Source: an optimization exercise on an open RTL-to-GDS flow (aim: small area, a short achievable clock period and few clock cycles). Production flows keep margins and buffers that such runs may drop.
Where RTL was checked, it was by simulation tests only, not by an equivalence proof against the original.
Power figures rest on the tool's default switching activity, not on a simulated workload.

==> v24: inputs <==
==> flow/design.v (excerpt) <==
module systolic_mac_top (
    input  logic                                     clk,
    input  logic                                     rst,
    input  logic                                     in_req,
    input  logic                                     in_first,
    input  logic                                     in_last,
    input  logic [GRID_SIZE*DATA_WIDTH-1:0]          a_col,
    input  logic [GRID_SIZE*DATA_WIDTH-1:0]          b_row,
    output logic                                     in_ack,
    output logic [GRID_SIZE*GRID_SIZE*ACC_WIDTH-1:0] c_mat,
    output logic                                     done
);
make LEC_CHECK=0 CAP_MARGIN=20 CORE_MARGIN=2 CORE_UTILIZATION=40 SETUP_SLACK_MARGIN=3.0 SLEW_MARGIN=20 TNS_END_PERCENT=100 finish   # period 5.5 ns
run.sh (not shown) runs the stock make flow with config.mk's settings and CLKGATE_MAP_FILE= SYNTH_SCRIPT=/design/flow/synth_recipe.tcl, a recipe that flattens the netlist after the stock synthesis.
==> inputs of v23, as changes to v24 <==
--- a/flow/design.v
+++ b/flow/design.v
@@ -16,14 +16,15 @@
     input  logic                            in_last,
     input  logic [GRID_SIZE*DATA_WIDTH-1:0] a_col,
     input  logic [GRID_SIZE*DATA_WIDTH-1:0] b_row,
     output logic                            in_ack,
     output logic                            start,
     output logic                            acc_en,
     output logic                            acc_clear,
+    output logic                            acc_clear_d,
     output logic                            acc_fin,
     output logic [HALF*DVEC_WIDTH-1:0]      a_op,
     output logic [GRID_SIZE*DATA_WIDTH-1:0] b_op
 );
     function automatic logic [2:0] booth_digit(input logic [2:0] g);
         booth_digit[0] = g[1] ^ g[0];
         booth_digit[1] = (g[2] & ~g[1] & ~g[0]) | (~g[2] & g[1] & g[0]);
@@ -41,15 +42,15 @@
     logic                       ph_b;
     logic                       ph_c;
     logic                       run_first;
     logic                       run_last;
     logic                       last_d;
     logic [HALF*DVEC_WIDTH-1:0] a_hi_dig;
     logic [HALF*DVEC_WIDTH-1:0] a_lo_dig;
-    logic [HALF*DVEC_WIDTH-1:0] a_lo_q;
+    logic [HALF*DATA_WIDTH-1:0] a_lo_q;
     assign accept = in_req & ~in_ack;
     assign start  = accept & in_first;
     always_ff @(posedge clk or negedge rst) begin
         if (!rst) begin
             in_ack <= 1'b0;
             ph_a   <= 1'b0;
             ph_b   <= 1'b0;
@@ -62,40 +63,42 @@
             ph_c   <= ph_b;
             acc_en <= ph_a | ph_b;
         end
     end
     always_comb begin
         for (int r = 0; r < HALF; r++) begin
             a_hi_dig[r*DVEC_WIDTH +: DVEC_WIDTH] = booth_recode(a_col[(r+HALF)*DATA_WIDTH +: DATA_WIDTH]);
-            a_lo_dig[r*DVEC_WIDTH +: DVEC_WIDTH] = booth_recode(a_col[r*DATA_WIDTH +: DATA_WIDTH]);
+            a_lo_dig[r*DVEC_WIDTH +: DVEC_WIDTH] = booth_recode(a_lo_q[r*DATA_WIDTH +: DATA_WIDTH]);
         end
     end
     always_ff @(posedge clk) begin
-        a_lo_q <= a_lo_dig;
-        a_op   <= accept ? a_hi_dig : a_lo_q;
+        a_lo_q <= a_col[0 +: HALF*DATA_WIDTH];
+        a_op   <= accept ? a_hi_dig : a_lo_dig;
     end
     always_ff @(posedge clk) begin
         if (accept) begin
             run_first <= in_first;
             run_last  <= in_last;
             b_op      <= b_row;
         end
         if (ph_a) begin
             last_d  <= run_last;
         end
+        acc_clear_d <= run_first;
     end
     assign acc_clear = run_first;
     assign acc_fin   = ph_c & last_d;
 endmodule
 `timescale 1ns/1ps
 import systolic_pkg::*;
 module booth_pe (
     input  logic                    clk,
     input  logic                    en,
     input  logic                    clear,
+    input  logic                    clear_d,
     input  logic [3*NUM_DIGITS-1:0] d,
     input  logic [DATA_WIDTH-1:0]   b,
     output logic [ACC_WIDTH-1:0]    x,
     output logic [ACC_WIDTH-1:0]    y
 );
     logic pp0_0;
     logic pp0_1;
@@ -211,40 +214,24 @@
     logic s1_72;
     logic s1_73;
     logic s1_74;
     logic s1_75;
     logic s1_76;
     logic s1_77;
     logic s1_78;
-    logic s1_79;
-    logic s1_80;
-    logic s1_81;
-    logic s1_82;
-    logic s1_83;
-    logic s1_84;
-    logic s1_85;
-    logic s1_86;
-    logic s1_87;
-    logic s1_88;
-    logic s1_89;
-    logic s1_90;
-    logic s1_91;
-    logic s1_92;
-    logic s1_93;
-    logic s1_94;
-    logic s1_95;
-    logic s1_96;
-    logic s1_97;
-    logic s1_98;
     logic r0_q0;
+    logic r1_q0;
     logic r0_q1;
+    logic r1_q1;
     logic r0_q2;
+    logic r1_q2;
     logic r0_q3;
+    logic r1_q3;
     logic r0_q4;
-    logic cin_q;
+    logic r1_q4;
     logic r0_q5;
     logic r1_q5;
     logic r0_q6;
     logic r1_q6;
     logic r0_q7;
     logic r1_q7;
     logic r0_q8;
@@ -257,30 +244,23 @@
     logic r1_q11;
     logic r0_q12;
     logic r1_q12;
     logic r0_q13;
     logic r1_q13;
     logic r0_q14;
     logic r1_q14;
-    logic r0_q15;
-    logic r1_q15;
-    logic r0_q16;
-    logic r1_q16;
-    logic r0_q17;
-    logic r1_q17;
-    logic r0_q18;
-    logic r1_q18;
-    logic r0_q19;
-    logic r1_q19;
+    logic c_q;
+    logic [ACC_WIDTH-1:0] yb;
     logic [ACC_WIDTH-1:0] y_nxt;
     logic [ACC_WIDTH-1:0] base;
     logic [ACC_WIDTH-1:0] row0;
     logic [ACC_WIDTH-1:0] row1;
     assign y_nxt = en ? x : y;
     assign base  = clear ? '0 : y_nxt;
+    assign yb    = clear_d ? '0 : y;
     assign pp0_0 = (d[0] & b[0]) ^ d[2];
     assign pp0_1 = ((d[0] & b[1]) | (d[1] & b[0])) ^ d[2];
     assign pp0_2 = ((d[0] & b[2]) | (d[1] & b[1])) ^ d[2];
     assign pp0_3 = ((d[0] & b[3]) | (d[1] & b[2])) ^ d[2];
     assign pp0_4 = ((d[0] & b[4]) | (d[1] & b[3])) ^ d[2];
     assign pp0_5 = ((d[0] & b[5]) | (d[1] & b[4])) ^ d[2];
     assign pp0_6 = ((d[0] & b[6]) | (d[1] & b[5])) ^ d[2];
@@ -391,41 +371,25 @@
     assign s1_72 = (s1_42 & s1_43) | (s1_42 & 1'b1) | (s1_43 & 1'b1);
     assign s1_73 = s1_44 ^ s1_45 ^ base[12];
     assign s1_74 = (s1_44 & s1_45) | (s1_44 & base[12]) | (s1_45 & base[12]);
     assign s1_75 = s1_46 ^ s1_47 ^ 1'b1;
     assign s1_76 = (s1_46 & s1_47) | (s1_46 & 1'b1) | (s1_47 & 1'b1);
     assign s1_77 = s1_48 ^ pp3_8n ^ base[14];
     assign s1_78 = (s1_48 & pp3_8n) | (s1_48 & base[14]) | (pp3_8n & base[14]);
-    assign s1_79 = base[15] ^ 1'b1;
-    assign s1_80 = base[15] & 1'b1;
-    assign s1_81 = base[16] ^ 1'b1;
-    assign s1_82 = base[16] & 1'b1;
-    assign s1_83 = base[17] ^ 1'b1;
-    assign s1_84 = base[17] & 1'b1;
-    assign s1_85 = base[18] ^ 1'b1;
-    assign s1_86 = base[18] & 1'b1;
-    assign s1_87 = base[19] ^ 1'b1;
-    assign s1_88 = base[19] & 1'b1;
-    assign s1_89 = s1_49 ^ base[0];
-    assign s1_90 = s1_49 & base[0];
-    assign s1_91 = s1_50 ^ s1_51 ^ s1_90;
-    assign s1_92 = (s1_50 & s1_51) | (s1_50 & s1_90) | (s1_51 & s1_90);
-    assign s1_93 = s1_52 ^ s1_53 ^ s1_92;
-    assign s1_94 = (s1_52 & s1_53) | (s1_52 & s1_92) | (s1_53 & s1_92);
-    assign s1_95 = s1_54 ^ s1_55 ^ s1_94;
-    assign s1_96 = (s1_54 & s1_55) | (s1_54 & s1_94) | (s1_55 & s1_94);
-    assign s1_97 = s1_56 ^ s1_57 ^ s1_96;
-    assign s1_98 = (s1_56 & s1_57) | (s1_56 & s1_96) | (s1_57 & s1_96);
     always_ff @(posedge clk) begin
-        r0_q0 <= s1_89;
-        r0_q1 <= s1_91;
-        r0_q2 <= s1_93;
-        r0_q3 <= s1_95;
-        r0_q4 <= s1_97;
-        cin_q <= s1_98;
+        r0_q0 <= s1_49;
+        r1_q0 <= base[0];
+        r0_q1 <= s1_50;
+        r1_q1 <= s1_51;
+        r0_q2 <= s1_52;
+        r1_q2 <= s1_53;
+        r0_q3 <= s1_54;
+        r1_q3 <= s1_55;
+        r0_q4 <= s1_56;
+        r1_q4 <= s1_57;
         r0_q5 <= s1_58;
         r1_q5 <= s1_59;
         r0_q6 <= s1_60;
         r1_q6 <= s1_61;
         r0_q7 <= s1_62;
         r1_q7 <= s1_63;
         r0_q8 <= s1_64;
@@ -438,24 +402,15 @@
         r1_q11 <= s1_71;
         r0_q12 <= s1_72;
         r1_q12 <= s1_73;
         r0_q13 <= s1_74;
         r1_q13 <= s1_75;
         r0_q14 <= s1_76;
         r1_q14 <= s1_77;
-        r0_q15 <= s1_78;
-        r1_q15 <= s1_79;
-        r0_q16 <= s1_80;
-        r1_q16 <= s1_81;
-        r0_q17 <= s1_82;
-        r1_q17 <= s1_83;
-        r0_q18 <= s1_84;
-        r1_q18 <= s1_85;
-        r0_q19 <= s1_86;
-        r1_q19 <= s1_87;
+        c_q <= s1_78;
     end
     assign row0[0] = r0_q0;
     assign row0[1] = r0_q1;
     assign row0[2] = r0_q2;
     assign row0[3] = r0_q3;
     assign row0[4] = r0_q4;
     assign row0[5] = r0_q5;
@@ -464,66 +419,66 @@
     assign row0[8] = r0_q8;
     assign row0[9] = r0_q9;
     assign row0[10] = r0_q10;
     assign row0[11] = r0_q11;
     assign row0[12] = r0_q12;
     assign row0[13] = r0_q13;
     assign row0[14] = r0_q14;
-    assign row0[15] = r0_q15;
-    assign row0[16] = r0_q16;
-    assign row0[17] = r0_q17;
-    assign row0[18] = r0_q18;
-    assign row0[19] = r0_q19;
-    assign row1[0] = 1'b0;
-    assign row1[1] = 1'b0;
-    assign row1[2] = 1'b0;
-    assign row1[3] = 1'b0;
-    assign row1[4] = 1'b0;
+    assign row0[15] = yb[15];
+    assign row0[16] = yb[16];
+    assign row0[17] = yb[17];
+    assign row0[18] = yb[18];
+    assign row0[19] = yb[19];
+    assign row1[0] = r1_q0;
+    assign row1[1] = r1_q1;
+    assign row1[2] = r1_q2;
+    assign row1[3] = r1_q3;
+    assign row1[4] = r1_q4;
     assign row1[5] = r1_q5;
     assign row1[6] = r1_q6;
     assign row1[7] = r1_q7;
     assign row1[8] = r1_q8;
     assign row1[9] = r1_q9;
     assign row1[10] = r1_q10;
     assign row1[11] = r1_q11;
     assign row1[12] = r1_q12;
     assign row1[13] = r1_q13;
     assign row1[14] = r1_q14;
-    assign row1[15] = r1_q15;
-    assign row1[16] = r1_q16;
-    assign row1[17] = r1_q17;
-    assign row1[18] = r1_q18;
-    assign row1[19] = r1_q19;
-    logic [15:0] hi_sum;
-    assign hi_sum = {row0[19:5], 1'b1} + {row1[19:5], cin_q};
+    assign row1[15] = ~c_q;
+    assign row1[16] = ~c_q;
+    assign row1[17] = ~c_q;
+    assign row1[18] = ~c_q;
+    assign row1[19] = ~c_q;
     always_ff @(posedge clk) begin
         if (en) begin
-            x <= {hi_sum[15:1], row0[4:0]};
+            x <= row0 + row1;
         end
     end
     always_ff @(posedge clk) begin
         y <= y_nxt;
     end
 endmodule
 `timescale 1ns/1ps
 import systolic_pkg::*;
 module pe_grid (
     input  logic                                     clk,
     input  logic                                     en,
     input  logic                                     clear,
+    input  logic                                     clear_d,
     input  logic [HALF*DVEC_WIDTH-1:0]               a_op,
     input  logic [GRID_SIZE*DATA_WIDTH-1:0]          b_op,
     output logic [GRID_SIZE*GRID_SIZE*ACC_WIDTH-1:0] acc
 );
     for (genvar r = 0; r < HALF; r++) begin : g_row
         for (genvar j = 0; j < GRID_SIZE; j++) begin : g_col
             booth_pe i_pe (
                 .clk   (clk),
                 .en    (en),
-                .clear (clear),
+                .clear   (clear),
+                .clear_d (clear_d),
                 .d     (a_op[r*DVEC_WIDTH +: DVEC_WIDTH]),
                 .b     (b_op[j*DATA_WIDTH +: DATA_WIDTH]),
                 .x     (acc[(r*GRID_SIZE+j)*ACC_WIDTH +: ACC_WIDTH]),
                 .y     (acc[((r+HALF)*GRID_SIZE+j)*ACC_WIDTH +: ACC_WIDTH])
             );
         end
     end
@@ -560,37 +515,40 @@
     output logic                                     in_ack,
     output logic [GRID_SIZE*GRID_SIZE*ACC_WIDTH-1:0] c_mat,
     output logic                                     done
 );
     logic                            start;
     logic                            acc_en;
     logic                            acc_clear;
+    logic                            acc_clear_d;
     logic                            acc_fin;
     logic [HALF*DVEC_WIDTH-1:0]      a_op;
     logic [GRID_SIZE*DATA_WIDTH-1:0] b_op;
     operand_prep i_operand_prep (
         .clk       (clk),
         .rst       (rst),
         .in_req    (in_req),
         .in_first  (in_first),
         .in_last   (in_last),
         .a_col     (a_col),
         .b_row     (b_row),
         .in_ack    (in_ack),
         .start     (start),
         .acc_en    (acc_en),
-        .acc_clear (acc_clear),
+        .acc_clear   (acc_clear),
+        .acc_clear_d (acc_clear_d),
         .acc_fin   (acc_fin),
         .a_op      (a_op),
         .b_op      (b_op)
     );
     pe_grid i_pe_grid (
         .clk   (clk),
         .en    (acc_en),
-        .clear (acc_clear),
+        .clear   (acc_clear),
+        .clear_d (acc_clear_d),
         .a_op  (a_op),
         .b_op  (b_op),
         .acc   (c_mat)
     );
     result_collector i_result_collector (
         .clk      (clk),
         .rst      (rst),
==> flow/flow/run.sh (new file) <==
#!/bin/bash
# The standard layout (the standard.sh, standard synthesis included), with one change:
# the buffers that placement puts on every input and output port are sky130_fd_sc_hd__buf_1
# instead of the delay cell ORFS picks by default (clkdlybuf4s50_1, twice the area of buf_2).
set -euo pipefail
bash standard.sh 'BUFFER_PORTS_ARGS=-buffer_cell sky130_fd_sc_hd__buf_1' finish > standard_flow.log 2>&1
==> flow/standard.sh (new file) <==
#!/bin/bash
# synth_recipe.tcl (not shown) runs the flow's synth.tcl, then flattens the netlist and writes it again
# the make line also repeats each setting of config.mk as NAME=value (left out here)
make -C /OpenROAD-flow-scripts/flow DESIGN_CONFIG=/design/flow/config.mk WORK_HOME=/design/flow/orfs CLKGATE_MAP_FILE= SYNTH_SCRIPT=/design/flow/synth_recipe.tcl "${@:-finish}"
--- a/flow/config.mk
+++ b/flow/config.mk
@@ -4,10 +4,13 @@
 export VERILOG_FILES = /design/flow/design.v
 export SDC_FILE = /design/flow/constraint.sdc
 export NUM_CORES = 4
 export LEC_CHECK = 0
 export CAP_MARGIN = 20
 export CORE_MARGIN = 2
 export CORE_UTILIZATION = 40
-export SETUP_SLACK_MARGIN = 3.0
+export CTS_CLUSTER_DIAMETER = 100
+export CTS_CLUSTER_SIZE = 20
+export GPL_TIMING_DRIVEN = 0
+export SETUP_SLACK_MARGIN = 2.8
 export SLEW_MARGIN = 20
 export TNS_END_PERCENT = 100
removed: flow/run.sh
==> summary of the runs <==
Of v24 and v23, v23 has the higher sequential share of layout area (gap 1.5 points).
In v24 the maximum frequency is smaller than in v23, by 5.0%.
Die area: v24 is larger than v23 (2.4%).
Of v23 and v24, v23 has the higher wire length (gap 12%, measured against v24).
Between v24 and v23, the lower via count is in v24 (gap 2.5%, measured against v23).
==> figures <==
Global Route Usage Sum: v24 21.9%; v23 25.3%
Share of final-layout standard cells stronger than drive strength 1: v24 23.5%; v23 22.7%
Run status: v24 timing/DRC/antenna clean; v23 timing/DRC/antenna clean
Source-to-sink clock delay at the later pin of the worst-skew pair: v24 630 ps; v23 610 ps
Clock buffer count from CTS: v24 80; v23 42
Tap Cells: v24 1243; v23 1176
Number of distinct library cells after synthesis: v24 69; v23 71
Met1 usage in global routing: v24 29.8%; v23 35.6%
First-pass GRT wire length: v24 159000 um; v23 175000 um
Routed length on met1: v24 47800 um; v23 53000 um
Post-route minimum period: v24 3060 ps; v23 2900 ps
Internal power component: v24 17.9 mW; v23 15.3 mW
Testbench counts of v23, summed over its fixed seeds: cycles 3,614.
Function not checked in v24: the RTL went through the layout flow alone.

re-timing with driven ports:
In the flow no input, the clock included, has a driving cell. The finished layouts below were timed again as built, in two steps.
Step 1 sets driving cells, clkbuf_16 on the clock port and buf_2 on the other inputs (assumed; they add their load-dependent delay and slew).
Step 2 adds t to the input delays and takes it off the output delays; t is the mean of the earliest and latest rising clock arrival at the registers after step 1. Input paths then give back, and output paths get back, about the clock's delay inside the block.
Three values: ideal ports, drivers, drivers and shift; two values: the first two.
run | t (ns) | setup WS [ns] | worst slew at a driven data input, ns
v24 | 0.684 | 2.444 / 2.444 / 2.444 | 0.06
v23 | 0.655 | 2.598 / 2.598 / 2.598 | 0.08
After both steps every run listed still meets setup and hold.
